This design comes from an exercise in tuning for small area on the open sky130 flow, not from production work.
Where RTL was checked, it was by simulation tests only, not by an equivalence proof against the original.
The RTL of runs 4 and 6 was laid out without a check of its function.
The flow treats the clock pin as an ideal source, which a real chip does not have.
Power and IR drop assume default switching activity.

==> flow/config.mk <==
export PLATFORM = sky130hd
export DESIGN_NAME = piano_top
export DESIGN_NICKNAME = piano_top
export VERILOG_FILES = /design/flow/design.v
export SDC_FILE = /design/flow/constraint.sdc
export NUM_CORES = 4
export LEC_CHECK = 0
export CAP_MARGIN = 20
export CORE_MARGIN = 2
export CORE_UTILIZATION = 40
export SLEW_MARGIN = 20
==> flow/constraint.sdc <==
create_clock -name core_clock -period 10.0 [get_ports {clk}]
set_input_delay 2.0000 -clock core_clock [delete_from_list [all_inputs] [get_ports {clk}]]
set_output_delay 2.0000 -clock core_clock [all_outputs]
set_load 0.01 [all_outputs]
==> flow/design.v <==
package piano_pkg;
    localparam int NUM_VOICES = 3;
    localparam int SAMPLE_W   = 8;
    localparam logic [127:0] ENV_GAIN_TABLE = {
        8'h03, 8'h0D, 8'h1A, 8'h2E, 8'h3F, 8'h51, 8'h53, 8'h69,
        8'h6B, 8'h7A, 8'h7C, 8'h80, 8'h3D, 8'h35, 8'h34, 8'h1C
    };
    localparam logic [10:0] STEP_LAST = 11'h017;
endpackage
module spi_frame_rx (
    input  logic        clk,
    input  logic        rst,
    input  logic        sck,
    input  logic        sdi,
    output logic [23:0] notes,        
    output logic [1:0]  note_count,
    output logic [1:0]  note_count_next,
    output logic [2:0]  strike        
);
    logic [1:0]  sck_sync;
    logic        sdi_sync;
    logic        sck_rise;
    logic [25:0] sh;
    logic        locked;
    logic [4:0]  cnt;        
    logic        frame_end;    
    logic        frame_done;
    logic        match;
    assign sck_rise = sck_sync[0] & ~sck_sync[1];
    assign match    = (cnt >= 5'd5) && (sh[25:15] == '0) && (sh[14:0] == '1) && sdi_sync;
    assign note_count_next = frame_done ? sh[25:24] : note_count;
    always_ff @(posedge clk)
    begin
        sck_sync[0] <= sck & ~rst;
        sck_sync[1] <= sck_sync[0];
        sdi_sync    <= sdi;
    end
    always_ff @(posedge clk)
    begin
        if (rst)
        begin
            sh         <= '1;
            locked     <= 1'b0;
            cnt        <= '0;
            frame_end  <= 1'b0;
            frame_done <= 1'b0;
        end
        else
        begin
            frame_done <= frame_end;
            frame_end  <= 1'b0;
            if (sck_rise)
            begin
                sh <= {sh[24:0], sdi_sync};
                if (!locked)
                begin
                    locked <= match;
                    if (match || sh[25])
                        cnt <= '0;
                    else if (cnt != 5'd5)
                        cnt <= cnt + 1'b1;
                end
                else
                begin
                    cnt        <= cnt + 1'b1;
                    frame_end <= (cnt == 5'd31);
                end
            end
        end
    end
    always_ff @(posedge clk)
    begin
        if (rst)
        begin
            notes      <= '0;
            note_count <= '0;
            strike     <= '0;
        end
        else
        begin
            for (int i = 0; i < 3; i++)
                strike[i] <= frame_done && (sh[8*i +: 8] != notes[8*i +: 8]);
            if (frame_done)
            begin
                notes      <= sh[23:0];
                note_count <= sh[25:24];
            end
        end
    end
endmodule
module envelope_gen (
    input  logic       clk,
    input  logic       rst,
    input  logic [7:0] note,
    input  logic       strike,
    output logic [4:0] step,
    output logic       active,
    output logic       active_next,
    output logic       done
);
    logic [10:0] cnt;
    logic        nz;
    logic        clr;
    logic        step_end;
    assign nz       = |note;
    assign clr      = rst | ~nz | strike;
    assign step_end = (cnt == piano_pkg::STEP_LAST);
    assign done     = step[4];
    assign active_next = ~rst & nz & (strike | (active & ~(step_end & (step[3:0] == 4'hF))));
    always_ff @(posedge clk)
    begin
        active <= active_next;
        if (~nz | strike | step_end)    
            cnt <= '0;
        else
            cnt <= {cnt[9:0], ~(cnt[10] ^ cnt[8])};
        if (clr)
            step <= '0;
        else if (step_end & ~step[4])
            step <= step + 1'b1;
    end
endmodule
module voice_mixer (
    input  logic        clk,
    input  logic        rst,
    input  logic        capture,       
    input  logic        clear,         
    input  logic        run,           
    input  logic        divide,        
    input  logic        half,          
    input  logic        third,         
    input  logic [4:0]  k,             
    input  logic [23:0] notes,
    input  logic [14:0] steps,         
    input  logic [2:0]  active,        
    input  logic [1:0]  note_count,    
    output logic [7:0]  mix
);
    logic [25:0] nq;       
    logic [4:0]  sq [3];   
    logic [1:0]  nact;
    logic [9:0]  acc;
    logic [2:0]  in_use;
    logic [4:0]  s;
    logic [2:0]  j;
    logic [7:0]  gain;
    logic [8:0]  term;
    logic        add_div;
    function automatic logic [9:0] add10(input logic [9:0] a, input logic [9:0] b);
        logic c;
        c = 1'b0;
        for (int i = 0; i < 10; i++)
        begin
            add10[i] = a[i] ^ b[i] ^ c;
            c = (a[i] & b[i]) | (a[i] & c) | (b[i] & c);
        end
    endfunction
    assign in_use[0] = note_count != 2'd0;
    assign in_use[1] = note_count[1];
    assign in_use[2] = note_count == 2'd3;
    always_ff @(posedge clk)
    begin
        if (capture)
            nq <= {notes, 2'b00};
        else if (divide)
            nq <= {16'h0000, acc};
        else
            nq <= {1'b0, nq[25:1]};
        for (int v = 0; v < 3; v++)
            if (capture)
                sq[v] <= {~in_use[v] | steps[5*v+4], steps[5*v +: 4]};
        if (rst)
            nact <= '0;
        else if (capture)
            nact <= (in_use[0] & active[0]) + (in_use[1] & active[1]) + (in_use[2] & active[2]);
        if (clear || (divide && nact != 2'd1))
            acc <= '0;
        else
            acc <= add10(acc, {1'b0, term});
    end
    assign j       = k[2:0];
    assign add_div = (half && nact == 2'd2) || (third && nact == 2'd3);
    always_comb
    begin
        case (k[4:3])
            2'd0:    s = sq[0];
            2'd1:    s = sq[1];
            default: s = sq[2];
        endcase
        gain = s[4] ? 8'h00 : piano_pkg::ENV_GAIN_TABLE[8*s[3:0] +: 8];
        for (int i = 0; i < 8; i++)
            term[i] = nq[i] && (add_div || (run && gain[3'd7 - j] && (i < 8 - j)));
        term[8] = nq[8] && add_div;
    end
    assign mix = acc[7:0] | {8{acc[9] | acc[8]}};
endmodule
module dac_serializer (
    input  logic       clk,
    input  logic       rst,
    input  logic [7:0] mix,
    output logic       capture,
    output logic       clear,
    output logic       run,
    output logic       divide,
    output logic       half,
    output logic       third,
    output logic [4:0] k,
    output logic       data,
    output logic       dclk,
    output logic       load,
    output logic       ldac
);
    logic [3:0] b;      
    logic [5:0] p;      
    logic       b_last;
    logic       late;   
    assign b_last = b[3] & b[2] & b[1];
    always_ff @(posedge clk)
    begin
        if (rst | b_last)
        begin
            b <= rst ? 4'd14 : 4'd0;
            p <= '0;
        end
        else if (p == 6'd39)
        begin
            p <= '0;
            b <= b + 1'b1;
        end
        else
            p <= p + 1'b1;
    end
    assign capture = ~rst & (b == 4'd13) & (p == 6'd38);
    assign clear   = b_last;
    assign run     = (b == 4'd0) && (p < 6'd24);
    assign k       = p[4:0];
    assign divide  = (b == 4'd0) && (p == 6'd24);
    assign half    = (b == 4'd0) && (p == 6'd26);
    assign third   = (b == 4'd0) && (p == 6'd27 || p == 6'd29 || p == 6'd31 || p == 6'd33);
    assign late = p >= 6'd7;
    assign dclk = (p < 6'd20) & ~(b[3] & b[2]);
    assign load = ~(b == 4'd12);
    assign ldac = ~(b == 4'd13);
    always_comb
    begin
        case (b)
            4'd4:    data = late & mix[7];
            4'd5:    data = late ? mix[6] : mix[7];
            4'd6:    data = late ? mix[5] : mix[6];
            4'd7:    data = late ? mix[4] : mix[5];
            4'd8:    data = late ? mix[3] : mix[4];
            4'd9:    data = late ? mix[2] : mix[3];
            4'd10:   data = late ? mix[1] : mix[2];
            4'd11:   data = late ? mix[0] : mix[1];
            default: data = 1'b0;
        endcase
    end
endmodule
module piano_top (
    input  logic       clk,
    input  logic       rst,
    input  logic       sck,
    input  logic       sdi,
    output logic       dclk,
    output logic       data,
    output logic       load,
    output logic       ldac,
    output logic [2:0] voice_active,
    output logic [2:0] voice_done
);
    logic [23:0] notes;
    logic [1:0]  note_count;
    logic [1:0]  note_count_next;
    logic [2:0]  strike;
    logic [14:0] steps;
    logic [2:0]  active_next;
    logic [7:0]  mix;
    logic        capture;
    logic        clear;
    logic        run;
    logic        divide;
    logic        half;
    logic        third;
    logic [4:0]  k;
    spi_frame_rx spi_frame_rx_inst (
        .clk             (clk),
        .rst             (rst),
        .sck             (sck),
        .sdi             (sdi),
        .notes           (notes),
        .note_count      (note_count),
        .note_count_next (note_count_next),
        .strike          (strike)
    );
    for (genvar v = 0; v < 3; v++)
    begin : g_voice
        envelope_gen envelope_gen_inst (
            .clk         (clk),
            .rst         (rst),
            .note        (notes[8*v +: 8]),
            .strike      (strike[v]),
            .step        (steps[5*v +: 5]),
            .active      (voice_active[v]),
            .active_next (active_next[v]),
            .done        (voice_done[v])
        );
    end
    voice_mixer voice_mixer_inst (
        .clk        (clk),
        .rst        (rst),
        .capture    (capture),
        .clear      (clear),
        .run        (run),
        .divide     (divide),
        .half       (half),
        .third      (third),
        .k          (k),
        .notes      (notes),
        .steps      (steps),
        .active     (active_next),
        .note_count (note_count_next),
        .mix        (mix)
    );
    dac_serializer dac_serializer_inst (
        .clk     (clk),
        .rst     (rst),
        .mix     (mix),
        .capture (capture),
        .clear   (clear),
        .run     (run),
        .divide  (divide),
        .half    (half),
        .third   (third),
        .k       (k),
        .data    (data),
        .dclk    (dclk),
        .load    (load),
        .ldac    (ldac)
    );
endmodule
==> flow/flow/run.sh <==
#!/bin/bash
# Own layout flow: the standard flow (standard.sh) with
# - ABC's buffers removed at floorplan, and every combinational cell then put
#   at its smallest drive strength (flow/downsize.tcl); repair_design and
#   repair_timing size up again where needed,
# - the smallest buffer on each port,
# - a clock tree without dummy loads.
# Each tool's output goes to a log file here.
set -e
export CTS_ARGS="-sink_clustering_enable -repair_clock_nets -buf_list sky130_fd_sc_hd__clkbuf_8 -dont_use_dummy_load"
export REMOVE_ABC_BUFFERS=1
export BUFFER_PORTS_ARGS="-buffer_cell sky130_fd_sc_hd__buf_1"
bash standard.sh floorplan > standard_floorplan.log 2>&1
RES_DIR=$(pwd)/orfs/results/sky130hd/piano_top/base openroad -no_init -exit flow/downsize.tcl > downsize.log 2>&1
bash standard.sh > standard.log 2>&1
==> flow/flow/downsize.tcl <==
# Puts every combinational cell of the floorplanned netlist at its smallest
# drive strength; placement's repair_design sizes up again where slew,
# capacitance or fanout need it, and timing repair where timing needs it.
set plat $::env(FLOW_HOME)/platforms/sky130hd
set res $::env(RES_DIR)
read_db $res/2_floorplan.odb
read_liberty $plat/lib/sky130_fd_sc_hd__tt_025C_1v80.lib
read_sdc $res/2_floorplan.sdc
set n 0
set saved 0.0
foreach inst [get_cells *] {
  set ref [get_property $inst ref_name]
  if {![regexp {^(sky130_fd_sc_hd__[a-z0-9]+)_([0-9]+)$} $ref -> base drv]} { continue }
  if {[regexp {df|dl|sdf|edf|tap|fill|decap|conb|clkbuf|clkinv|clkdly} $base]} { continue }
  set best $ref
  set cur [get_lib_cells */$ref]
  set best_area [get_property $cur area]
  foreach cand [get_lib_cells */${base}_*] {
    set cname [get_property $cand name]
    if {![regexp "^${base}_\[0-9\]+\$" $cname]} { continue }
    if {[regexp {lpflow|probe} $cname]} { continue }
    set a [get_property $cand area]
    if {$a < $best_area} { set best $cname; set best_area $a }
  }
  if {$best ne $ref} {
    set saved [expr {$saved + [get_property $cur area] - $best_area}]
    replace_cell $inst $best
    incr n
  }
}
puts "downsized $n cells, [format %.1f $saved] um2"
write_db $res/2_floorplan.odb
==> flow/standard.sh <==
#!/bin/bash
# synth_recipe.tcl (not shown) runs the flow's synth.tcl, then flattens the netlist and writes it again
# the make line also repeats each setting of config.mk as NAME=value (left out here)
make -C /OpenROAD-flow-scripts/flow DESIGN_CONFIG=/design/flow/config.mk WORK_HOME=/design/flow/orfs CLKGATE_MAP_FILE= SYNTH_SCRIPT=/design/flow/synth_recipe.tcl "${@:-finish}"
==> out/metrics.cfg, run 1 <==
[run_status]
outcome = complete, no violations

[clocking]
clk_latency_ns = 0.46
clk_path_buf_depth = 2
clkTransAtPathRegs_ns = 0.08
cts-root-buf = clkbuf_8
cts_buffers = 17
cts_resized = 0
cts_tree = built
numClockSinks = 180
ctsHtreeMaxLevel = 4
cts_setup_buffers = 0
hold_buffers = 0

[routing]
route.antenna.remaining_nets = 0
vias = 5501
drt-pass1-iter-count = 4
drc_errors = 0
wire_per_inst_um = 13.9
routed_via_density = 5.07
routed_wl_mm = 15.1
first_iter_violations = 308

[global_route]
grt_pass1_vias = 5413
grt_usage_pct = 15.0
antenna_found_initial = 0
grt_use_met3_pct = 3.70
grt_max_degree = 53
grt_overflow = 0
grt_pass1_wl_mm = 26.4
use_met1_pct = 20.8
busiest_layer = met2
grtUsageMet2_pct = 23.4

[synthesis]
synth_top_area_share_pct = 40.3
yosysTopAreaCell = dfxtp_1
synth_area_leaders = dfxtp_1 (40%), edfxtp_1 (7.1%), mux2i_1 (6.3%), nand2_1 (4.4%), nor2_1 (4.0%)
synth.distinct_cells = 59
synth_ff_type = dfxtp_1
synth-async-reset-ratio_pct = 0
yosysSeqAreaShare_pct = 47.5
yosysWarnings = 5
synth_edf_count = 19
synth_cells = 831
synth_seq_cells = 180
synth_area_um2 = 7990
avgSynthCellArea_um2 = 9.62

[sta]
tns_ns = 0
timing.slew.headroom_pct = 32.7
worst_pin_slew_ns = 1.01
fin_crit_sh_pct = 71.3
setup_ws_ns = 2.87
finalHoldViolCount = 0
drv_slew = 0
final.setup_skew_ns = 0.0458
final.min_clock_period_ns = 7.13
fmax_mhz = 140
setup_viol_count_final = 0
rsz0062_at_grt = false

[flow_run]
max_cap_violations = 0

[setup_path]
start_kind = flop
crit_required_ns = 10.36
arrival_ns = 7.49
crit_type = reg -> reg
critical_path.max_fanout = 19
endpoint_kind = flop

[pwr]
vdd_drop_max_mv = 0.0778
p_leak_uw = 0.00326
powerDensity_nw_per_um2 = 143

[floorplanning]
die_y_um = 145
std_cell_rows = 51
core_area_um2 = 19500
fp.dieW_um = 145
start_util_pct = 40.9
io_pins = 14
fp.dieArea_um2 = 21100

[finish]
mostFrequentLayoutCell = dfxtp_1
area_growth_pct = 5.68
nets = 858
n_antenna_cell = 0
drive_above_1_share_pct = 4.38
layout_common_cells = dfxtp_1 (161), nand2_1 (94), nor2_1 (86)

[place]
place_ws_ns = 2.93
port_buffers = 13
dp_hpwl_mm = 10.6
place.gp.congestion = 0.802

[worst_hold_path]
hp-class = reg -> reg

[report_power, final]
group / switching (uW) / total [uW] / leakage (uW) / internal [uW]
logic: 51.3 / 83.9 / 0.00166 / 32.6
registers: 22.4 / 764 / 0.00148 / 741
clock network: 212 / 362 / 0.000122 / 150
total: 286 / 1210 / 0.00326 / 924
[cell usage after synthesis (2+ instances only)]
| master | number |
|---|---|
| ha_1 | 22 |
| a22o_1 | 16 |
| and4_1 | 3 |
| buf_2 | 2 |
| nor4_1 | 9 |
| a31oi_1 | 9 |
| or4_1 | 10 |
| or2_2 | 4 |
| nand4_1 | 9 |
| dfxtp_1 | 161 |
| clkbuf_1 | 26 |
| nor2_1 | 86 |
| a21o_1 | 2 |
| mux2_2 | 5 |
| nand3_1 | 10 |
| and3_1 | 18 |
| o211a_1 | 2 |
| or3_1 | 4 |
| xnor2_1 | 9 |
| mux2i_1 | 50 |
| a211o_1 | 6 |
| buf_1 | 11 |
| xor2_1 | 33 |
| nand2_1 | 94 |
| a41o_1 | 3 |
| buf_4 | 6 |
| a21oi_1 | 27 |
| a2111oi_2 | 2 |
| inv_1 | 17 |
| nand2b_1 | 10 |
| nor3_1 | 14 |
| o211ai_1 | 4 |
| edfxtp_1 | 19 |
| nand3b_1 | 27 |
| fa_1 | 9 |
| o21ai_0 | 22 |
| a211oi_1 | 5 |
| and2_1 | 28 |
| o21a_1 | 7 |
| nor2b_1 | 11 |
[critical path, cell delays in order (launching register included)]
cell	delay, ns
dfxtp_1	0.78
mux2_2	0.41
mux2i_1	0.44
inv_1	0.17
ha_1	0.36
nor2b_1	0.15
nor3_1	0.12
a211oi_1	0.07
o21ai_0	0.27
a31oi_1	0.12
a31oi_1	0.36
nand2b_1	0.17
o311a_1	0.16
ha_1	0.19
fa_1	0.39
fa_1	0.40
fa_1	0.39
fa_1	0.39
fa_1	0.39
fa_1	0.39
fa_1	0.38
inv_1	0.08
fa_1	0.40
nor2b_1	0.10
[final timing paths]
| kind | startpoint | end | slack [ns] | depth (start not counted) |
|---|---|---|---|---|
| max | dac_serializer_inst.p[3] | voice_mixer_inst.acc[8] | 2.87 | 23 |
| min | spi_frame_rx_inst.sck_sync[0] | spi_frame_rx_inst.sck_sync[1] | 0.38 | 0 |
| max reg2reg | dac_serializer_inst.p[3] | voice_mixer_inst.acc[8] | 2.87 | 23 |
| min reg2reg | spi_frame_rx_inst.sck_sync[0] | spi_frame_rx_inst.sck_sync[1] | 0.38 | 0 |
[sequential cells by signal, indices dropped and copies added (netlist names), 4 cells and up]
signal and count:
g_voice.envelope_gen_inst.cnt 33, dac_serializer_inst.b 4, voice_mixer_inst.nq 26, spi_frame_rx_inst.notes 24, spi_frame_rx_inst.sh 26, voice_mixer_inst.sq 15, dac_serializer_inst.p 6, voice_mixer_inst.acc 10
spi_frame_rx_inst.cnt 5, g_voice.envelope_gen_inst.step 15
[per-layer routing]
metal  vias up  routed length, um
li1       2856                  -
met1      2580               7760
met2        49               6790
met3        16                393
met4         0                182
met5         -                  0
[per-stage QoR]
step,util [%],instance area [um2],cells,hold slack [ns],power [uW]
after floorplan,-,7800,786,0.345,835
after global placement,42.0,8210,1069,0.355,863
after detailed placement,42.1,8210,1069,0.362,864
after CTS,43.3,8450,1086,0.378,1230
after global routing,43.3,8450,1086,0.386,1270
final,43.3,8450,1086,0.375,1210
[cell families after synthesis]
family / count (synthesis) / share of synthesized area, %
and+or+nand+nor: 343 / 21.7
DFF: 180 / 47.5
AOI/OAI and AO/OA: 118 / 10.3
buffers and inverters: 62 / 3.23
muxes: 55 / 6.97
xor gates and xnor gates: 42 / 4.60
adders and majority gates: 31 / 5.70
[cell type report]
class,count,area (um2)
fill,1938,11100
clock buffer,17,234
sequential,180,3790
tap,265,332
timing repair buffer,18,87.6
inverter,17,63.8
multi-input combinational,589,3940
==> run 2: changes to the inputs <==
==> flow/flow/run.sh (replaced) <==
#!/bin/bash
# Own layout flow: the standard flow (standard.sh), run in three parts,
# with
# - ABC's buffers removed at floorplan, then every combinational cell put at
#   its smallest drive strength (flow/downsize.tcl); repair_design and
#   repair_timing size up again where needed,
# - the smallest buffer on each port,
# - a clock tree of small buffers without dummy loads, where a leaf buffer
#   whose flip-flops would see a clock slew near the limit is swapped for a
#   larger one (flow/fixclk.tcl).
# Each tool's output goes to a log file here.
set -e
export CTS_ARGS="-sink_clustering_enable -repair_clock_nets -buf_list sky130_fd_sc_hd__clkbuf_4 -dont_use_dummy_load"
export REMOVE_ABC_BUFFERS=1
export BUFFER_PORTS_ARGS="-buffer_cell sky130_fd_sc_hd__buf_1"
RES=$(pwd)/orfs/results/sky130hd/piano_top/base
bash standard.sh floorplan > standard_floorplan.log 2>&1
RES_DIR=$RES openroad -no_init -exit flow/downsize.tcl > downsize.log 2>&1
bash standard.sh cts > standard_cts.log 2>&1
RES_DIR=$RES openroad -no_init -exit flow/fixclk.tcl > fixclk.log 2>&1
bash standard.sh > standard.log 2>&1
==> flow/flow/fixclk.tcl (new file) <==
set plat $::env(FLOW_HOME)/platforms/sky130hd
set res $::env(RES_DIR)
read_db $res/4_cts.odb
read_liberty $plat/lib/sky130_fd_sc_hd__tt_025C_1v80.lib
read_sdc $res/4_cts.sdc
source $plat/setRC.tcl
set_propagated_clock [all_clocks]
estimate_parasitics -placement
set limit 0.110
set bigger [dict create sky130_fd_sc_hd__clkbuf_2 sky130_fd_sc_hd__clkbuf_4 sky130_fd_sc_hd__clkbuf_4 sky130_fd_sc_hd__clkbuf_8 sky130_fd_sc_hd__clkbuf_8 sky130_fd_sc_hd__clkbuf_16]
set n 0
foreach inst [get_cells *] {
  set ref [get_property $inst ref_name]
  if {![dict exists $bigger $ref]} { continue }
  set out [get_pins -of_objects $inst -filter "direction==output"]
  set net [get_nets -of_objects $out]
  set worst 0
  set ffs 0
  foreach p [get_pins -of_objects $net -filter "direction==input"] {
    if {[get_name $p] ne "CLK"} { continue }
    incr ffs
    foreach e {rise fall} {
      set s [get_property $p slew_max_$e]
      if {$s > $worst} { set worst $s }
    }
  }
  if {$ffs > 0 && $worst > $limit} {
    puts "upsizing [get_name $inst] $ref ($ffs flip-flops, slew $worst)"
    replace_cell $inst [dict get $bigger $ref]
    incr n
  }
}
puts "upsized $n clock buffers"
detailed_placement
check_placement -verbose
write_db $res/4_cts.odb
--- a/flow/config.mk
+++ b/flow/config.mk
@@ -8,4 +8,6 @@
 export CAP_MARGIN = 20
 export CORE_MARGIN = 2
-export CORE_UTILIZATION = 40
+export CORE_UTILIZATION = 70
+export GPL_TIMING_DRIVEN = 0
+export PLACE_DENSITY = 0.85
 export SLEW_MARGIN = 20
==> run 2 against run 1 <==
Against the previous run:
- first-iteration DRC count increased by 49%
- routed wire length increased by 1.7%
- combinational power increased by 1%
- global-route usage increased by 11 points
- fmax decreased by 2.7%
- via count increased by 5.2%
- clock skew decreased by 0.013 ns
- setup slack got worse by 0.20 ns
- clock-buffer cell count unchanged
- core utilization increased by 30 points
- sequential share of layout area increased by 0.75 points
- critical path depth unchanged
==> out/metrics.cfg, run 2 <==
[floorplanning]
io_pins = 14
fp.dieArea_um2 = 12300
core_area_um2 = 11300
fp.dieW_um = 111
std_cell_rows = 39
start_util_pct = 70.9
die_y_um = 111

[finish]
n_antenna_cell = 0
fin_cells = 970
nets = 864
area_growth_pct = 3.98
largest_register_ff_count = 33
drive_above_1_share_pct = 5.32
top_register = g_voice.envelope_gen_inst.cnt
fin_area_um2 = 8310
n_fill_cell = 829
mostFrequentLayoutCell = dfxtp_1
top_regs = g_voice.envelope_gen_inst.cnt (33), spi_frame_rx_inst.sh (26), voice_mixer_inst.nq (26)
layout_common_cells = dfxtp_1 (160), nand2_1 (94), nor2_1 (86)

[synthesis]
synth_ff_type = dfxtp_1
synth_cells = 831
yosysSeqAreaShare_pct = 47.5
synth_seq_cells = 180
synth_area_um2 = 7990
synth_area_leaders = dfxtp_1 (40%), edfxtp_1 (7.1%), mux2i_1 (6.3%), nand2_1 (4.4%), nor2_1 (4.0%)
avgSynthCellArea_um2 = 9.62
synth-async-reset-ratio_pct = 0
synth_edf_count = 19
synth.distinct_cells = 59
yosys.cell_count.top_type = dfxtp_1
yosysWarnings = 5
synth_top_area_share_pct = 40.3
synth_common_cells = dfxtp_1 (161), nand2_1 (94), nor2_1 (86), mux2i_1 (50), xor2_1 (33)
yosysTopAreaCell = dfxtp_1

[routing]
vias = 5789
routed_wl_mm = 15.4
drt-pass1-iter-count = 5
wire_per_inst_um = 15.9
drc_errors = 0
route.antenna.remaining_nets = 0
first_iter_violations = 458
routed_via_density = 5.97

[place]
dpl-instance-area_um2 = 8120
port_buffers = 13
dp.cells = 952
place.gp.congestion = 0.841
dp_hpwl_mm = 11.2

[global_route]
grt_max_degree = 45
grt_pass1_vias = 5583
grt_pass1_wl_mm = 26.2
antenna_found_initial = 0
grt_overflow = 0
grt_usage_pct = 25.8

[pwr]
seq_power_share_pct = 65.3
pwr-share-comb_pct = 7.3
p_leak_uw = 0.00328
swShare_pct = 23.8
internal_power_uw = 889
power_uw = 1170
powerDensity_nw_per_um2 = 140
power_frac_clock_pct = 27.4
p_sw_uw = 278
vdd_drop_max_mv = 0.162

[clocking]
cts_resized = 0
hold_buffers = 0
clkTransAtPathRegs_ns = 0.09
clk_latency_ns = 0.57
cts-root-buf = clkbuf_4
cts_setup_buffers = 0
clk_path_buf_depth = 2
cts_tree = built
cts_buffers = 17
numClockSinks = 180
ctsHtreeMaxLevel = 4

[setup_path]
crit_type = reg -> reg
arrival_ns = 7.83
start_kind = flop
critical_path.max_fanout = 19
endpoint_kind = flop
crit_required_ns = 10.50

[flow_run]
max_cap_violations = 0

[sta]
timing.slew.headroom_pct = 30.5
tns_ns = 0
final.min_clock_period_ns = 7.33
setup_viol_count_final = 0
rsz0062_at_grt = false
fmax_mhz = 136
worst_pin_slew_ns = 1.04
final.setup_skew_ns = 0.0329
fin_crit_sh_pct = 73.3
drv_slew = 0
finalHoldViolCount = 0

[run_status]
outcome = complete, no violations

[worst_hold_path]
hp-class = reg -> reg

==> run 2: cell types whose count changed in the layout (fill, tap and decap cells not counted), sizes merged <==
cell / before / now
buf: 17 / 24
clkbuf: 18 / 17
==> run 2: cells by family after synthesis <==
group / Yosys count / share of synthesized area, %
xor+xnor: 42 / 4.60
fa+ha+maj: 31 / 5.70
compound gates: 118 / 10.3
buf+inv: 62 / 3.23
mux: 55 / 6.97
flops: 180 / 47.5
simple gates: 343 / 21.7
==> run 2: path summary, 6_finish.rpt <==
check	depth (start not counted)	slack, ns	to	startpoint
min	0	0.36	spi_frame_rx_inst.sck_sync[1]	spi_frame_rx_inst.sck_sync[0]
max	23	2.67	voice_mixer_inst.acc[8]	dac_serializer_inst.p[3]
max reg2reg	23	2.67	voice_mixer_inst.acc[8]	dac_serializer_inst.p[3]
min reg2reg	0	0.36	spi_frame_rx_inst.sck_sync[1]	spi_frame_rx_inst.sck_sync[0]
==> run 2: routing by layer <==
metal  part of all wire [%]  routed length [um]  GRT usage [%]
met2                     50                7650           44.5
met4                    2.3                 353           9.00
met1                     44                6730           32.0
met3                    4.2                 650           5.80
met5                      0                   0              0
==> run 2: through the flow <==
step / hold WS (ns) / setup slack [ns] / utilization [%]
3_5_place_dp: 0.357 / 2.73 / 72.0
4_1_cts: 0.363 / 2.69 / 73.1
3_3_place_gp: 0.353 / -1.24 / 71.0
2_1_floorplan: 0.345 / 2.23 / -
5_1_grt: 0.370 / 2.16 / 73.7
6_report: 0.355 / 2.67 / 73.7
==> run 2: power by group through the flow <==
| stage | clock [uW] | sequential (uW) | combinational, uW |
|---|---|---|---|
| 2_1_floorplan | 0 | 773 | 62.1 |
| 3_3_place_gp | 0 | 778 | 77.9 |
| 3_5_place_dp | 0 | 779 | 84.0 |
| 4_1_cts | 283 | 763 | 84.4 |
| 5_1_grt | 355 | 765 | 96.7 |
| 6_report | 320 | 763 | 84.8 |
==> run 2: area by class of cell <==
class / count / area (um2) / share of cell area, %
tap: 143 / 179 / 2.15
inverter: 17 / 63.8 / 0.768
clock buffer: 17 / 184 / 2.21
sequential: 180 / 3790 / 45.7
multi-input combinational: 589 / 3940 / 47.4
timing repair buffer: 24 / 153 / 1.84
==> run 2: critical path, stage by stage (launching register included) <==
cell and delay, ns:
dfxtp_1 0.84, mux2_2 0.41, mux2i_1 0.47, inv_1 0.18, ha_1 0.36, nor2b_1 0.14, nor3_1 0.13, a211oi_1 0.07
o21ai_0 0.30, a31oi_1 0.13, a31oi_1 0.39, nand2b_1 0.17, o311a_1 0.17, ha_1 0.20, fa_1 0.39, fa_1 0.39
fa_1 0.39, fa_1 0.39, fa_1 0.39, fa_1 0.40, fa_1 0.37, inv_1 0.07, fa_1 0.40, nor2b_1 0.10
==> run 3: changes to the inputs <==
--- a/flow/config.mk
+++ b/flow/config.mk
@@ -9,5 +9,4 @@
 export CORE_MARGIN = 2
 export CORE_UTILIZATION = 70
-export GPL_TIMING_DRIVEN = 0
 export PLACE_DENSITY = 0.85
 export SLEW_MARGIN = 20
==> run 3 against run 2 <==
Against the previous run:
- sequential share of layout area rose by 0.40 points
- fmax increased by 1.1%
- die area unchanged
- combinational power decreased by 2%
- critical endpoint unchanged
- cell count decreased by 0.52%
- hold slack better by 0.029 ns
- clock power down 2%
- clock skew down 0.0083 ns
- still clean on timing, DRC and antenna
- design area down 0.90%
- non-clock buffer count fell by 5
- synthesized cell count is the same
- clock-buffer cell count unchanged
==> out/metrics.cfg, run 3 <==
[clocking]
cts_buffers = 17
cts-root-buf = clkbuf_4
cts_resized = 0
clk_path_buf_depth = 2
cts_tree = built
clkTransAtPathRegs_ns = 0.10
ctsHtreeMaxLevel = 4
clk_latency_ns = 0.56
hold_buffers = 0
cts_setup_buffers = 0
numClockSinks = 180

[floorplanning]
fp.dieW_um = 111
core_area_um2 = 11300
fp.dieArea_um2 = 12300
std_cell_rows = 39
io_pins = 14
start_util_pct = 70.9
die_y_um = 111

[sta]
timing.slew.headroom_pct = 33.2
rsz0062_at_grt = false
finalHoldViolCount = 0
fmax_mhz = 138
worst_pin_slew_ns = 0.996
fin_crit_sh_pct = 72.5
drv_slew = 0
tns_ns = 0
final.min_clock_period_ns = 7.25
final.setup_skew_ns = 0.0246
setup_viol_count_final = 0

[synthesis]
synth.distinct_cells = 59
yosysWarnings = 5
synth_edf_count = 19
yosysTopAreaCell = dfxtp_1
yosysSeqAreaShare_pct = 47.5
synth_area_um2 = 7990
synth_ff_type = dfxtp_1
synth_common_cells = dfxtp_1 (161), nand2_1 (94), nor2_1 (86), mux2i_1 (50), xor2_1 (33)
synth_area_leaders = dfxtp_1 (40%), edfxtp_1 (7.1%), mux2i_1 (6.3%), nand2_1 (4.4%), nor2_1 (4.0%)
synth-async-reset-ratio_pct = 0
avgSynthCellArea_um2 = 9.62
synth_top_area_share_pct = 40.3
synth_cells = 831
synth_seq_cells = 180
yosys.cell_count.top_type = dfxtp_1

[pwr]
p_sw_uw = 277
pwr-share-comb_pct = 7.2
vdd_drop_max_mv = 0.162
p_leak_uw = 0.00324
power_frac_clock_pct = 27.1
internal_power_uw = 884
power_uw = 1160
swShare_pct = 23.8
seq_power_share_pct = 65.7
powerDensity_nw_per_um2 = 141

[setup_path]
cp_slowest_cell = dfxtp_1
path_cells = mux2_2 > mux2i_1 > inv_1 > ha_1 > nor2b_1 > nor3_1 > a211oi_1 > o21ai_0 > a31oi_1 > a31oi_1 > nand2b_1 > o311a_1 > ha_1 > fa_1 > fa_1 > fa_1 > fa_1 > fa_1 > fa_1 > fa_1 > inv_1 > fa_1 > nor2b_1
crit_type = reg -> reg
arrival_ns = 7.74
crit_top_cell = fa_1
cp_slowest_stage_delay_ns = 0.79
crit_required_ns = 10.49
critical_path.max_fanout = 19
start_kind = flop
ff2ff_path_depth = 23
reg2reg_to = voice_mixer_inst.acc[8]
endpoint_kind = flop
ff2ff_setup_slack_ns = 2.75
r2r_start = dac_serializer_inst.p[3]

[routing]
drc_errors = 0
vias = 5751
wl_met2_mm = 7.46
first_iter_violations = 345
drt-pass1-iter-count = 6
routed.top_layer = met4
drt-met1-wl_mm = 6.73
wire_per_inst_um = 15.6
routed_via_density = 5.96
routed_wl_mm = 15.1
route.antenna.remaining_nets = 0
dr_wl_met3_um = 623

[global_route]
grt_usage_pct = 25.9
grt_max_degree = 76
grt_pass1_wl_mm = 26.1
grt_overflow = 0
grt_pass1_vias = 5561
antenna_found_initial = 0

[flow_run]
max_cap_violations = 0

[finish]
layout_common_cells = dfxtp_1 (161), nand2_1 (94), nor2_1 (86)
area_growth_pct = 3.04
nets = 859
utilization_pct = 73.0
largest_register_ff_count = 33
mostFrequentLayoutCell = dfxtp_1
drive_above_1_share_pct = 4.38
top_regs = g_voice.envelope_gen_inst.cnt (33), spi_frame_rx_inst.sh (26), voice_mixer_inst.nq (26)
top_register = g_voice.envelope_gen_inst.cnt
n_antenna_cell = 0

[place]
dp_hpwl_mm = 10.7
place.gp.congestion = 0.875
port_buffers = 13

[worst_hold_path]
min_to = spi_frame_rx_inst.sck_sync[1]
min_from = spi_frame_rx_inst.sck_sync[0]
hp-class = reg -> reg
min_path_cells = 0

[run_status]
outcome = complete, no violations

-- run 3: power by group through the flow --
stage	sequential (uW)	combinational, uW	clock [uW]
after floorplan	773	62.1	0
after global placement	778	78.2	0
after detailed placement	780	82.1	0
after CTS	763	82.7	284
after global routing	766	95.7	354
final	763	83.1	315
-- run 3: how the worst max path moves through the flow --
stage               slack, ns                 endpoint                      from  cells after the start
floorplan                2.23  voice_mixer_inst.nq[10]                       rst                      3
global placement         3.10  voice_mixer_inst.acc[8]  dac_serializer_inst.p[3]                     23
detailed placement       2.88  voice_mixer_inst.acc[8]  dac_serializer_inst.p[3]                     23
CTS                      2.83  voice_mixer_inst.acc[8]  dac_serializer_inst.p[3]                     23
global route             2.23  voice_mixer_inst.acc[8]  dac_serializer_inst.p[3]                     21
finish                   2.75  voice_mixer_inst.acc[8]  dac_serializer_inst.p[3]                     23
-- run 3: critical path: cells and delay by family (launching register included) --
family	cells	cell delay, ns
AOI/OAI and AO/OA	5	1.08
muxes	2	0.82
adders and majority gates	10	3.65
buffers and inverters	2	0.24
DFF	1	0.79
and+or+nand+nor	4	0.57
-- run 3: logic make-up (layout without fill, tap and decap cells) --
kind of cell / after synthesis / after routing / share of synthesized area [%]
multiplexers: 55 / 55 / 6.97
AND/OR/NAND/NOR: 343 / 343 / 21.7
adder cells (fa/ha/maj): 31 / 31 / 5.70
AO/OA/AOI/OAI: 118 / 118 / 10.3
buffers and inverters: 62 / 53 / 3.23
flip-flops: 180 / 180 / 47.5
XOR/XNOR: 42 / 42 / 4.60
-- run 3: metrics by stage --
step / cell area [um2] / std cells / hold WS [ns] / worst slack, ns
after global routing: 8230 / 965 / 0.387 / 2.23
after detailed placement: 8050 / 948 / 0.358 / 2.88
after CTS: 8180 / 965 / 0.372 / 2.83
after global placement: 8050 / 948 / 0.353 / 3.10
after floorplan: 7800 / 786 / 0.345 / 2.23
final: 8230 / 965 / 0.384 / 2.75
-- run 3: final cells by class --
cell class	instances	area, um2
Clock buffer	17	178
Inverter	17	63.8
Tap cell	143	179
Multi-Input combinational cell	589	3930
Sequential cell	180	3790
Timing Repair Buffer	19	95.1
Fill cell	826	3040
-- run 3: per-layer routing --
metal  GRT usage (%)  up-vias
li1                -     2869
met1            33.0     2728
met2            43.3      128
met3            6.51       26
met4            8.58        0
met5               0        -
==> run 4: changes to the inputs <==
--- a/flow/design.v
+++ b/flow/design.v
@@ -2,9 +2,12 @@
     localparam int NUM_VOICES = 3;
     localparam int SAMPLE_W   = 8;
-    localparam logic [127:0] ENV_GAIN_TABLE = {
-        8'h03, 8'h0D, 8'h1A, 8'h2E, 8'h3F, 8'h51, 8'h53, 8'h69,
-        8'h6B, 8'h7A, 8'h7C, 8'h80, 8'h3D, 8'h35, 8'h34, 8'h1C
+    localparam logic [3:0] STEP_STATE_15 = 4'h8;
+    localparam logic [127:0] ENV_GAIN_BY_STATE = {
+        8'h2E, 8'h1A, 8'h6B, 8'h0D, 8'h51, 8'h69, 8'h80, 8'h03,
+        8'h3F, 8'h7A, 8'h53, 8'h3D, 8'h7C, 8'h35, 8'h34, 8'h1C
     };
     localparam logic [10:0] STEP_LAST = 11'h017;
+    localparam logic [4:0] BIT_STATE_5  = 5'h12;
+    localparam logic [4:0] BIT_STATE_31 = 5'h10;
 endpackage
 module spi_frame_rx (
@@ -24,9 +27,11 @@
     logic        locked;
     logic [4:0]  cnt;        
+    logic [4:0]  cnt_next;
     logic        frame_end;    
     logic        frame_done;
     logic        match;
     assign sck_rise = sck_sync[0] & ~sck_sync[1];
-    assign match    = (cnt >= 5'd5) && (sh[25:15] == '0) && (sh[14:0] == '1) && sdi_sync;
+    assign match    = (cnt == piano_pkg::BIT_STATE_5) && (sh[25:15] == '0) && (sh[14:0] == '1) && sdi_sync;
+    assign cnt_next = {cnt[3:0], cnt[4] ^ cnt[2] ^ (cnt[3:0] == 4'b0000)};
     assign note_count_next = frame_done ? sh[25:24] : note_count;
     always_ff @(posedge clk)
@@ -58,11 +63,11 @@
                     if (match || sh[25])
                         cnt <= '0;
-                    else if (cnt != 5'd5)
-                        cnt <= cnt + 1'b1;
+                    else if (cnt != piano_pkg::BIT_STATE_5)
+                        cnt <= cnt_next;
                 end
                 else
                 begin
-                    cnt        <= cnt + 1'b1;
-                    frame_end <= (cnt == 5'd31);
+                    cnt       <= cnt_next;
+                    frame_end <= (cnt == piano_pkg::BIT_STATE_31);
                 end
             end
@@ -107,5 +112,5 @@
     assign step_end = (cnt == piano_pkg::STEP_LAST);
     assign done     = step[4];
-    assign active_next = ~rst & nz & (strike | (active & ~(step_end & (step[3:0] == 4'hF))));
+    assign active_next = ~rst & nz & (strike | (active & ~(step_end & (step[3:0] == piano_pkg::STEP_STATE_15))));
     always_ff @(posedge clk)
     begin
@@ -118,5 +123,6 @@
             step <= '0;
         else if (step_end & ~step[4])
-            step <= step + 1'b1;
+            step <= {step[3:0] == piano_pkg::STEP_STATE_15,
+                     step[2:0], step[3] ^ step[2] ^ (step[2:0] == 3'b000)};
     end
 endmodule
@@ -188,5 +194,5 @@
             default: s = sq[2];
         endcase
-        gain = s[4] ? 8'h00 : piano_pkg::ENV_GAIN_TABLE[8*s[3:0] +: 8];
+        gain = s[4] ? 8'h00 : piano_pkg::ENV_GAIN_BY_STATE[8*s[3:0] +: 8];
         for (int i = 0; i < 8; i++)
             term[i] = nq[i] && (add_div || (run && gain[3'd7 - j] && (i < 8 - j)));
==> run 4 against run 3 <==
Against the previous run:
- design area shrank 0.17%
- clock power grew 3%
- sequential cell count is the same
- hold slack lost 0.0068 ns
- synthesized area grew 1.2%
- routed wire length grew 5.8%
- sequential power is essentially flat
- fmax grew 4.8%
- core utilization shrank 0.75 points
- critical path depth shrank 2
- largest cell class unchanged
==> out/metrics.cfg, run 4 <==
[run_status]
outcome = complete, no violations

[clocking]
ctsHtreeMaxLevel = 4
cts-root-buf = clkbuf_4
cts_resized = 0
clk_latency_ns = 0.61
cts_setup_buffers = 0
clkTransAtPathRegs_ns = 0.11
clk_path_buf_depth = 2
numClockSinks = 180
hold_buffers = 0
cts_tree = built
cts_buffers = 17

[pwr]
swShare_pct = 24.0
seq_power_share_pct = 65.6
p_sw_uw = 280
internal_power_uw = 886
powerDensity_nw_per_um2 = 142
p_leak_uw = 0.00336
vdd_drop_max_mv = 0.140
power_uw = 1170
pwr-share-comb_pct = 6.7
power_frac_clock_pct = 27.7

[place]
port_buffers = 13
place.gp.congestion = 0.919
dpl-instance-area_um2 = 8030
place_ws_ns = 3.08
dp_hpwl_mm = 11.1

[finish]
layout_common_cells = dfxtp_1 (161), nand2_1 (88), nor2_1 (76)
top_register = g_voice.envelope_gen_inst.cnt
drive_above_1_share_pct = 4.04
top_regs = g_voice.envelope_gen_inst.cnt (33), spi_frame_rx_inst.sh (26), voice_mixer_inst.nq (26)
area_growth_pct = 1.66
mostFrequentLayoutCell = dfxtp_1
utilization_pct = 72.3
largest_register_ff_count = 33
fin_area_um2 = 8220
nets = 851
n_antenna_cell = 0

[setup_path]
arrival_ns = 7.47
crit_family = adder cells
critical_path_buf_inv_count = 2
crit_top_cell = fa_1
crit_required_ns = 10.56
r2r_start = dac_serializer_inst.p[3]
path_cells = mux2_2 > mux2i_1 > inv_1 > ha_1 > and2_1 > a221oi_1 > o21ai_0 > a311oi_1 > nor4_1 > o21a_1 > ha_1 > fa_1 > fa_1 > fa_1 > fa_1 > fa_1 > fa_1 > fa_1 > inv_1 > fa_1 > nor2b_1
cp_slowest_stage_delay_ns = 0.67
ff2ff_setup_slack_ns = 3.08
ff2ff_path_depth = 21
crit_type = reg -> reg
cp_slowest_cell = dfxtp_1
endpoint_kind = flop
start_kind = flop
reg2reg_to = voice_mixer_inst.acc[8]
startpoint = dac_serializer_inst.p[3]
critical_path.max_fanout = 14

[synthesis]
synth.distinct_cells = 65
synth_edf_count = 19
synth_area_um2 = 8090
yosysTopAreaCell = dfxtp_1
synth_common_cells = dfxtp_1 (161), nand2_1 (88), nor2_1 (76), mux2i_1 (60), clkbuf_1 (34)
synth_cells = 833
yosysSeqAreaShare_pct = 46.9
synth_seq_cells = 180
yosys.cell_count.top_type = dfxtp_1
synth_area_leaders = dfxtp_1 (40%), mux2i_1 (7.4%), edfxtp_1 (7.1%), nand2_1 (4.1%), nor2_1 (3.5%)
yosysWarnings = 5
synth-async-reset-ratio_pct = 0
synth_top_area_share_pct = 39.9
synth_ff_type = dfxtp_1
avgSynthCellArea_um2 = 9.71

[global_route]
grt_overflow = 0
grt_usage_pct = 26.8
grt_pass1_vias = 5743
grt_max_degree = 79
grt_use_met3_pct = 5.77
use_met1_pct = 33.7
busiest_layer = met2
grtUsageMet2_pct = 44.8
antenna_found_initial = 0
grt_pass1_wl_mm = 27.1

[routing]
vias = 5872
first_iter_violations = 414
routed_via_density = 6.12
wire_per_inst_um = 16.6
route.antenna.remaining_nets = 0
drt-pass1-iter-count = 5
routed_wl_mm = 15.9
drc_errors = 0

[floorplanning]
start_util_pct = 71.1
std_cell_rows = 39
io_pins = 14
fp.dieW_um = 111
core_area_um2 = 11400
die_y_um = 111
fp.dieArea_um2 = 12400

[sta]
fmax_mhz = 145
finalHoldViolCount = 0
tns_ns = 0
worst_pin_slew_ns = 0.996
drv_slew = 0
timing.slew.headroom_pct = 33.6
setup_viol_count_final = 0
final.min_clock_period_ns = 6.92
rsz0062_at_grt = false
setup_ws_ns = 3.08
fin_crit_sh_pct = 69.2
final.setup_skew_ns = 0.0353

[worst_hold_path]
min_from = spi_frame_rx_inst.sck_sync[0]
hp-class = reg -> reg
min_path_cells = 0
min_to = spi_frame_rx_inst.sck_sync[1]

[flow_run]
max_cap_violations = 0

## run 4: worst max-delay path by stage
stage                               to  slack [ns]  cells past startpoint
2_1_floorplan  voice_mixer_inst.nq[10]        3.66                      4
3_3_place_gp   voice_mixer_inst.acc[8]        3.34                     21
3_5_place_dp   voice_mixer_inst.acc[8]        3.08                     22
4_1_cts        voice_mixer_inst.acc[8]        3.11                     21
5_1_grt        voice_mixer_inst.acc[8]        2.74                     22
6_report       voice_mixer_inst.acc[8]        3.08                     21
## run 4: kinds of logic after synthesis
logic type,share of synthesized area [%]
adders and majority gates,5.17
muxes,8.68
AOI/OAI and AO/OA,9.61
and+or+nand+nor,22.1
buffers and inverters,3.99
DFF,46.9
xor gates and xnor gates,3.57
## run 4: worst register-to-register path, cell delays in order, from the launching register on
cell and delay, ns:
dfxtp_1 0.67, mux2_2 0.41, mux2i_1 0.42, inv_1 0.17
ha_1 0.26, and2_1 0.15, a221oi_1 0.22, o21ai_0 0.13
a311oi_1 0.60, nor4_1 0.14, o21a_1 0.20, ha_1 0.18
fa_1 0.39, fa_1 0.41, fa_1 0.40, fa_1 0.40
fa_1 0.40, fa_1 0.39, fa_1 0.36, inv_1 0.08
fa_1 0.40, nor2b_1 0.11
## run 4: final cells by class
type	instances	area, um2
repair buffers	18	87.6
well taps	143	179
fillers	858	3150
flip-flops and latches	180	3790
clock buffers	17	184
inverters	22	82.6
multi-input cells	580	3890
## run 4: per-stage QoR
stage               cells  hold slack [ns]
finish                960            0.378
detailed placement    943            0.361
floorplan             782            0.345
global route          960            0.381
CTS                   960            0.377
global placement      943            0.353
## run 4: metal layers
metal / share of wire, % / up-vias
met2: 49 / 134
met5: 0 / -
met1: 44 / 2829
li1: - / 2866
met3: 3.9 / 43
met4: 2.4 / 0
## run 4: power groups by stage
stage,registers [uW],logic [uW],clock network (uW)
final,765,77.7,323
after detailed placement,781,76.6,0
after global routing,768,87.4,355
after global placement,779,73.8,0
after floorplan,773,60.2,0
after CTS,765,77.0,288
==> run 5: changes to the inputs <==
--- a/flow/design.v
+++ b/flow/design.v
@@ -2,12 +2,9 @@
     localparam int NUM_VOICES = 3;
     localparam int SAMPLE_W   = 8;
-    localparam logic [3:0] STEP_STATE_15 = 4'h8;
-    localparam logic [127:0] ENV_GAIN_BY_STATE = {
-        8'h2E, 8'h1A, 8'h6B, 8'h0D, 8'h51, 8'h69, 8'h80, 8'h03,
-        8'h3F, 8'h7A, 8'h53, 8'h3D, 8'h7C, 8'h35, 8'h34, 8'h1C
+    localparam logic [127:0] ENV_GAIN_TABLE = {
+        8'h03, 8'h0D, 8'h1A, 8'h2E, 8'h3F, 8'h51, 8'h53, 8'h69,
+        8'h6B, 8'h7A, 8'h7C, 8'h80, 8'h3D, 8'h35, 8'h34, 8'h1C
     };
     localparam logic [10:0] STEP_LAST = 11'h017;
-    localparam logic [4:0] BIT_STATE_5  = 5'h12;
-    localparam logic [4:0] BIT_STATE_31 = 5'h10;
 endpackage
 module spi_frame_rx (
@@ -27,11 +24,9 @@
     logic        locked;
     logic [4:0]  cnt;        
-    logic [4:0]  cnt_next;
     logic        frame_end;    
     logic        frame_done;
     logic        match;
     assign sck_rise = sck_sync[0] & ~sck_sync[1];
-    assign match    = (cnt == piano_pkg::BIT_STATE_5) && (sh[25:15] == '0) && (sh[14:0] == '1) && sdi_sync;
-    assign cnt_next = {cnt[3:0], cnt[4] ^ cnt[2] ^ (cnt[3:0] == 4'b0000)};
+    assign match    = (cnt >= 5'd5) && (sh[25:15] == '0) && (sh[14:0] == '1) && sdi_sync;
     assign note_count_next = frame_done ? sh[25:24] : note_count;
     always_ff @(posedge clk)
@@ -63,11 +58,11 @@
                     if (match || sh[25])
                         cnt <= '0;
-                    else if (cnt != piano_pkg::BIT_STATE_5)
-                        cnt <= cnt_next;
+                    else if (cnt != 5'd5)
+                        cnt <= cnt + 1'b1;
                 end
                 else
                 begin
-                    cnt       <= cnt_next;
-                    frame_end <= (cnt == piano_pkg::BIT_STATE_31);
+                    cnt        <= cnt + 1'b1;
+                    frame_end <= (cnt == 5'd31);
                 end
             end
@@ -112,5 +107,5 @@
     assign step_end = (cnt == piano_pkg::STEP_LAST);
     assign done     = step[4];
-    assign active_next = ~rst & nz & (strike | (active & ~(step_end & (step[3:0] == piano_pkg::STEP_STATE_15))));
+    assign active_next = ~rst & nz & (strike | (active & ~(step_end & (step[3:0] == 4'hF))));
     always_ff @(posedge clk)
     begin
@@ -123,6 +118,5 @@
             step <= '0;
         else if (step_end & ~step[4])
-            step <= {step[3:0] == piano_pkg::STEP_STATE_15,
-                     step[2:0], step[3] ^ step[2] ^ (step[2:0] == 3'b000)};
+            step <= step + 1'b1;
     end
 endmodule
@@ -194,5 +188,5 @@
             default: s = sq[2];
         endcase
-        gain = s[4] ? 8'h00 : piano_pkg::ENV_GAIN_BY_STATE[8*s[3:0] +: 8];
+        gain = s[4] ? 8'h00 : piano_pkg::ENV_GAIN_TABLE[8*s[3:0] +: 8];
         for (int i = 0; i < 8; i++)
             term[i] = nq[i] && (add_div || (run && gain[3'd7 - j] && (i < 8 - j)));
--- a/flow/flow/run.sh
+++ b/flow/flow/run.sh
@@ -1,5 +1,7 @@
 #!/bin/bash
-# Own layout flow: the standard flow (standard.sh), run in three parts,
-# with
+# Own layout flow: the standard flow (standard.sh), run in parts, with
+# - the standard synthesis, whose combinational logic is then re-mapped for
+#   area (flow/reopt.sh); the registers stay as the standard synthesis made
+#   them,
 # - ABC's buffers removed at floorplan, then every combinational cell put at
 #   its smallest drive strength (flow/downsize.tcl); repair_design and
@@ -15,4 +17,7 @@
 export BUFFER_PORTS_ARGS="-buffer_cell sky130_fd_sc_hd__buf_1"
 RES=$(pwd)/orfs/results/sky130hd/piano_top/base
+bash standard.sh synth > standard_synth.log 2>&1
+cp $RES/1_2_yosys.v standard_synth_netlist.v
+bash flow/reopt.sh standard_synth_netlist.v $RES/1_2_yosys.v > reopt.log 2>&1
 bash standard.sh floorplan > standard_floorplan.log 2>&1
 RES_DIR=$RES openroad -no_init -exit flow/downsize.tcl > downsize.log 2>&1
==> flow/flow/reopt.sh (new file) <==
#!/bin/bash
# Re-maps the combinational logic of the standard synthesis netlist for area:
# the flip-flops (and tie cells) stay as they are, with their names and cell
# types; every other cell is read back as its function, and ABC restructures
# (&deepsyn) and maps (amap) that logic again. Ports driven straight by a
# register get a buffer, as the standard synthesis gives them.
# usage: reopt.sh in.v out.v
LIB=$FLOW_HOME/platforms/sky130hd/lib/sky130_fd_sc_hd__tt_025C_1v80.lib
cat > reopt.ys <<EOT
read_liberty -ignore_miss_func $LIB
read_verilog $1
hierarchy -top $FLOW_TOP
setattr -mod -set keep_hierarchy 1 sky130_fd_sc_hd__df* sky130_fd_sc_hd__edf* sky130_fd_sc_hd__conb_*
flatten
opt -purge
abc -liberty $LIB -dont_use *lpflow* -dont_use *probe* -script +strash;&get,-n;&deepsyn,-T,20;&put;dch,-f;amap;topo
opt_clean -purge
splitnets
opt_clean -purge
hilomap -singleton -hicell sky130_fd_sc_hd__conb_1 HI -locell sky130_fd_sc_hd__conb_1 LO
insbuf -buf sky130_fd_sc_hd__buf_1 A X
blackbox sky130_fd_sc_hd__*
stat
write_verilog -noattr -noexpr -nohex -nodec $2
EOT
yosys -l reopt_yosys.log reopt.ys > /dev/null
==> run 5 against run 4 <==
Against the previous run:
- clock skew is 0.0034 ns higher
- die area shrank 14%
- largest cell class is now sequential cells
- synthesized cell count is 5.5% lower
- sequential cell count stayed put
- critical path type unchanged
- still clean
- largest power group unchanged
- via count shrank 1.9%
==> out/metrics.cfg, run 5 <==
[run_status]
outcome = complete, no violations

[finish]
layout_common_cells = dfxtp_1 (161), clkinv_1 (124), nor2_1 (112)
area_growth_pct = 6.00
top_register = g_voice.envelope_gen_inst.cnt
mostFrequentLayoutCell = dfxtp_1
largest_register_ff_count = 33
n_antenna_cell = 0
fin_area_um2 = 7360
top_regs = g_voice.envelope_gen_inst.cnt (33), spi_frame_rx_inst.sh (26), voice_mixer_inst.nq (26)
utilization_pct = 76.0
drive_above_1_share_pct = 2.82
nets = 822

[sta]
holdWs_ns = 0.358
final.setup_skew_ns = 0.0387
tns_ns = 0
final.min_clock_period_ns = 5.29
drv_slew = 0
timing.slew.headroom_pct = 45.0
rsz0062_at_grt = false
worst_pin_slew_ns = 0.819
finalHoldViolCount = 0
fmax_mhz = 189
fin_crit_sh_pct = 52.9
setup_viol_count_final = 0

[global_route]
grt_pass1_vias = 5378
grt_usage_pct = 28.7
grt_pass1_wl_mm = 24.9
grt_overflow = 0
antenna_found_initial = 0
grt_max_degree = 27

[setup_path]
arrival_ns = 5.80
crit_top_cell = nor2_1
crit_type = reg -> reg
endpoint_kind = flop
cp_slowest_stage_delay_ns = 0.52
crit_required_ns = 10.51
start_kind = flop
path_cells = nor2_1 > a222oi_1 > clkinv_1 > nor2_1 > nor3_1 > a31oi_1 > o21ai_0 > a21oi_1 > o31ai_1 > a31oi_1 > clkinv_1 > o211ai_1 > nor2_1 > a21oi_1 > nor2b_1 > o21a_1 > o21a_1 > nor2_1 > nor2_1 > a21oi_1 > nor3_1 > or2_0 > o22ai_1 > a211oi_1
crit_family = compound AO/OA/AOI/OAI gates
worst-path-stages = 24
critical_path_buf_inv_count = 2
critical_path.max_fanout = 8
cp_slowest_cell = dfxtp_1
ff2ff_path_depth = 24

[floorplanning]
std_cell_rows = 36
start_util_pct = 71.7
die_y_um = 104
fp.dieArea_um2 = 10700
io_pins = 14
core_area_um2 = 9680
fp.dieW_um = 104

[place]
dp_hpwl_mm = 11.2
dpl-instance-area_um2 = 7170
place.gp.congestion = 0.999
port_buffers = 13

[clocking]
cts-root-buf = clkbuf_4
cts_tree = built
ctsHtreeMaxLevel = 4
cts_buffers = 17
cts_setup_buffers = 0
clk_path_buf_depth = 2
numClockSinks = 180
cts_resized = 0
clk_latency_ns = 0.60
hold_buffers = 0
clkTransAtPathRegs_ns = 0.11

[routing]
routed_via_density = 6.07
drt-pass1-iter-count = 7
vias = 5761
wire_per_inst_um = 15.5
routed_wl_mm = 14.7
first_iter_violations = 401
drc_errors = 0
route.antenna.remaining_nets = 0

[worst_hold_path]
hp-class = reg -> reg
min_path_cells = 0

[synthesis]
synth_cells = 787
avgSynthCellArea_um2 = 8.82
synth_area_um2 = 6940
yosysWarnings = 5

[flow_run]
max_cap_violations = 0

[pwr]
powerDensity_nw_per_um2 = 153
vdd_drop_max_mv = 0.141
p_leak_uw = 0.00235

run 5: metal layers:
layer	track usage, %	wire, um
met1	36.2	6320
met3	8.37	932
met5	0	0
met4	12.0	308
met2	46.4	7120
run 5: path summary, 6_finish.rpt:
path                                 start                             to  slack [ns]
max               dac_serializer_inst.p[4]        voice_mixer_inst.acc[9]        4.71
min          spi_frame_rx_inst.sck_sync[0]  spi_frame_rx_inst.sck_sync[1]        0.36
max reg2reg       dac_serializer_inst.p[4]        voice_mixer_inst.acc[9]        4.71
min reg2reg  spi_frame_rx_inst.sck_sync[0]  spi_frame_rx_inst.sck_sync[1]        0.36
run 5: through the flow:
step / power [uW] / worst slack (ns) / instances
after CTS: 1080 / 4.75 / 949
after floorplan: 797 / 5.43 / 781
final: 1120 / 4.71 / 949
after global routing: 1160 / 4.10 / 949
after detailed placement: 817 / 4.17 / 932
after global placement: 814 / 4.47 / 932
run 5: report_power, final:
| group | switching [uW] | internal, uW | leakage [uW] |
|---|---|---|---|
| Clock | 206 | 115 | 0.000102 |
| Sequential | 8.71 | 735 | 0.00147 |
| Combinational | 42.4 | 15.7 | 0.000776 |
run 5: final cells by class:
cell class	count	area, um2
Clock buffer	17	184
Timing Repair Buffer	18	86.3
Sequential cell	180	3790
Inverter	124	465
Tap cell	133	166
Multi-Input combinational cell	477	2660
Fill cell	738	2330
==> run 6: changes to the inputs <==
--- a/flow/design.v
+++ b/flow/design.v
@@ -22,4 +22,5 @@
     logic        sck_rise;
     logic [25:0] sh;
+    logic [25:0] sh_n;       
     logic        locked;
     logic [4:0]  cnt;        
@@ -28,4 +29,5 @@
     logic        match;
     assign sck_rise = sck_sync[0] & ~sck_sync[1];
+    assign sh       = ~sh_n;
     assign match    = (cnt >= 5'd5) && (sh[25:15] == '0) && (sh[14:0] == '1) && sdi_sync;
     assign note_count_next = frame_done ? sh[25:24] : note_count;
@@ -40,5 +42,5 @@
         if (rst)
         begin
-            sh         <= '1;
+            sh_n       <= '0;
             locked     <= 1'b0;
             cnt        <= '0;
@@ -52,5 +54,5 @@
             if (sck_rise)
             begin
-                sh <= {sh[24:0], sdi_sync};
+                sh_n <= ~{sh[24:0], sdi_sync};
                 if (!locked)
                 begin
@@ -71,14 +73,13 @@
     always_ff @(posedge clk)
     begin
+        for (int i = 0; i < 3; i++)
+            strike[i] <= frame_done && (sh[8*i +: 8] != notes[8*i +: 8]);
         if (rst)
         begin
             notes      <= '0;
             note_count <= '0;
-            strike     <= '0;
         end
         else
         begin
-            for (int i = 0; i < 3; i++)
-                strike[i] <= frame_done && (sh[8*i +: 8] != notes[8*i +: 8]);
             if (frame_done)
             begin
@@ -100,9 +101,11 @@
 );
     logic [10:0] cnt;
+    logic [10:0] cnt_n;      
     logic        nz;
-    logic        clr;
+    logic [4:0]  step_next;
     logic        step_end;
     assign nz       = |note;
-    assign clr      = rst | ~nz | strike;
+    assign step_next = (~nz | strike) ? 5'd0 : (step_end & ~step[4]) ? step + 1'b1 : step;
+    assign cnt      = ~cnt_n;
     assign step_end = (cnt == piano_pkg::STEP_LAST);
     assign done     = step[4];
@@ -112,11 +115,8 @@
         active <= active_next;
         if (~nz | strike | step_end)    
-            cnt <= '0;
+            cnt_n <= '1;
         else
-            cnt <= {cnt[9:0], ~(cnt[10] ^ cnt[8])};
-        if (clr)
-            step <= '0;
-        else if (step_end & ~step[4])
-            step <= step + 1'b1;
+            cnt_n <= ~{cnt[9:0], ~(cnt[10] ^ cnt[8])};
+        step <= step_next & {~rst, 4'b1111};
     end
 endmodule
@@ -218,14 +218,15 @@
     always_ff @(posedge clk)
     begin
-        if (rst | b_last)
-        begin
-            b <= rst ? 4'd14 : 4'd0;
-            p <= '0;
-        end
+        if (rst)
+            b <= 4'd14;
+        else if (b_last)
+            b <= 4'd0;
         else if (p == 6'd39)
-        begin
-            p <= '0;
             b <= b + 1'b1;
-        end
+    end
+    always_ff @(posedge clk)
+    begin
+        if (b_last || p == 6'd39)
+            p <= '0;
         else
             p <= p + 1'b1;
==> run 6 against run 5 <==
Against the previous run:
- clock-buffer cell count did not move
- hold slack got worse by 0.0061 ns
- synthesized area fell by 1.9%
- setup slack got worse by 0.61 ns
- critical path depth rose by 11
- design area fell by 1.6%
- largest cell class unchanged
- highest routed layer unchanged
==> out/metrics.cfg, run 6 <==
[clocking]
clk_path_buf_depth = 2
clkTransAtPathRegs_ns = 0.11
clk_latency_ns = 0.58
cts-root-buf = clkbuf_4
cts_resized = 0
cts_tree = built
hold_buffers = 0
numClockSinks = 180
cts_buffers = 17
ctsHtreeMaxLevel = 4
cts_setup_buffers = 0

[floorplanning]
std_cell_rows = 35
start_util_pct = 73.0
fp.dieArea_um2 = 10500
io_pins = 14
fp.dieW_um = 103
core_area_um2 = 9330
die_y_um = 103

[routing]
routed_wl_mm = 15.0
route.antenna.remaining_nets = 0
first_iter_violations = 466
drt-pass1-iter-count = 7
wire_per_inst_um = 16.1
routed_via_density = 6.23
drc_errors = 0
vias = 5806

[setup_path]
reg2reg_to = voice_mixer_inst.acc[9]
ff2ff_path_depth = 35
endpoint_kind = flop
crit_required_ns = 10.47
arrival_ns = 6.37
critical_path.max_fanout = 8
start_kind = flop
crit_type = reg -> reg
cp_slowest_stage_delay_ns = 0.49
cp_slowest_cell = dfxtp_1
crit_top_cell = nor2_1
ff2ff_setup_slack_ns = 4.10
r2r_start = dac_serializer_inst.p[4]

[sta]
finalHoldViolCount = 0
timing.slew.headroom_pct = 49.8
final.setup_skew_ns = 0.0390
final.min_clock_period_ns = 5.90
setup_viol_count_final = 0
fmax_mhz = 169
rsz0062_at_grt = false
drv_slew = 0
worst_pin_slew_ns = 0.748
fin_crit_sh_pct = 59.0
tns_ns = 0
holdWs_ns = 0.352

[place]
port_buffers = 13
dp_hpwl_mm = 10.6
place.gp.congestion = 0.899

[pwr]
p_sw_uw = 296
internal_power_uw = 876
pwr-share-comb_pct = 8.8
power_frac_clock_pct = 27.1
vdd_drop_max_mv = 0.174
swShare_pct = 25.2
seq_power_share_pct = 64.1
power_uw = 1170
powerDensity_nw_per_um2 = 162
p_leak_uw = 0.00237

[global_route]
grt_usage_pct = 30.5
grt_pass1_wl_mm = 25.2
grt_max_degree = 28
grt_overflow = 0
use_met1_pct = 38.1
busiest_layer = met2
antenna_found_initial = 0
grt_pass1_vias = 5523
grtUsageMet2_pct = 51.9
grt_use_met3_pct = 6.92

[finish]
nets = 809
drive_above_1_share_pct = 3.24
n_fill_cell = 688
top_register = g_voice.envelope_gen_inst.cnt_n
mostFrequentLayoutCell = dfxtp_1
area_growth_pct = 6.34
largest_register_ff_count = 33
layout_common_cells = dfxtp_1 (165), clkinv_1 (110), nor2_1 (95)
top_regs = g_voice.envelope_gen_inst.cnt_n (33), spi_frame_rx_inst.sh_n (26), voice_mixer_inst.nq (26)
n_antenna_cell = 0

[worst_hold_path]
hp-class = reg -> reg
min_to = spi_frame_rx_inst.sck_sync[1]
min_from = spi_frame_rx_inst.sck_sync[0]
min_path_cells = 0

[synthesis]
yosysWarnings = 5
synth_area_um2 = 6810
avgSynthCellArea_um2 = 8.83
synth_cells = 771

[flow_run]
max_cap_violations = 0

[run_status]
outcome = complete, no violations

==> run 6: final cells by class <==
type                    instances  area (um2)  share of cell area (%)
multi-input cells             475        2620                    36.2
clock buffers                  17         178                    2.45
flip-flops and latches        180        3750                    51.9
well taps                     129         161                    2.23
inverters                     110         413                    5.70
repair buffers                 21         109                    1.50
==> run 6: worst max-delay path: cells and delay by family, from the launching register on <==
kind / cells / cell delay, ns
flip-flops: 1 / 0.49
AND/OR/NAND/NOR: 21 / 2.66
AO/OA/AOI/OAI: 12 / 2.25
buffers and inverters: 2 / 0.41
==> run 6: how the worst max path moves through the flow <==
stage	cells after the start	to	startpoint	slack, ns
floorplan	4	voice_mixer_inst.nq[2]	rst	3.99
global placement	34	voice_mixer_inst.acc[9]	dac_serializer_inst.p[4]	4.91
detailed placement	35	voice_mixer_inst.acc[9]	dac_serializer_inst.p[4]	4.43
CTS	35	voice_mixer_inst.acc[9]	dac_serializer_inst.p[4]	4.36
global route	35	voice_mixer_inst.acc[9]	dac_serializer_inst.p[4]	3.30
finish	35	voice_mixer_inst.acc[9]	dac_serializer_inst.p[4]	4.10
==> run 6: routing by layer <==
layer | vias to the layer above | part of all wire (%)
met5 | - | 0
met4 | 0 | 2.5
met3 | 38 | 6.6
met2 | 256 | 49
met1 | 2683 | 42
li1 | 2829 | -
==> run 6: power groups by stage <==
stage	Clock (uW)	Combinational, uW	Sequential, uW
floorplan	0	72.4	762
global placement	0	93.8	764
detailed placement	0	99.0	765
CTS	281	99.4	749
global route	346	116	751
finish	318	103	750
==> run 6: through the flow <==
stage | worst slack [ns] | cell area, um2 | utilization (%) | cells
finish | 4.10 | 7240 | 77.6 | 932
global route | 3.30 | 7240 | 77.6 | 932
CTS | 4.36 | 7190 | 77.1 | 932
detailed placement | 4.43 | 7060 | 75.7 | 915
global placement | 4.91 | 7060 | 75.7 | 915
floorplan | 3.99 | 6780 | - | 765

port drivers added, routing unchanged:
The flow's constraints put no driver on any port. The routed layouts listed below were extracted and timed again, unchanged, in two steps.
Step 1 sets driving cells, clkbuf_16 on the clock port and buf_2 on the other inputs (assumed; they add their load-dependent delay and slew).
Step 2 also shifts input and output timing later by t, the mid clock arrival at the registers, as if the neighbouring blocks saw the same clock.
a / b / c = ideal / step 1 / step 2; a / b = the first two.
| run | shift t [ns] | setup WS [ns] | clock arrival spread, ns | pins driven straight from the clock port |
|---|---|---|---|---|
| run 1 | 0.476 | 2.867 / 2.867 / 2.867 | 0.047 / 0.047 | 1 |
| run 2 | 0.589 | 2.671 / 2.671 / 2.671 | 0.033 / 0.033 | 1 |
| run 3 | 0.585 | 2.752 / 2.752 / 2.752 | 0.027 / 0.027 | 1 |
| run 4 | 0.630 | 3.085 / 3.085 / 3.085 | 0.038 / 0.038 | 1 |
| run 5 | 0.615 | 4.711 / 4.711 / 4.505 | 0.039 / 0.039 | 1 |
| run 6 | 0.595 | 4.097 / 4.097 / 4.097 | 0.039 / 0.039 | 1 |
After both steps setup and hold are still met in every run listed. The setup slack of run 5, which loses most, moves by 0.000 ns with the drivers and by -0.206 ns with both steps.
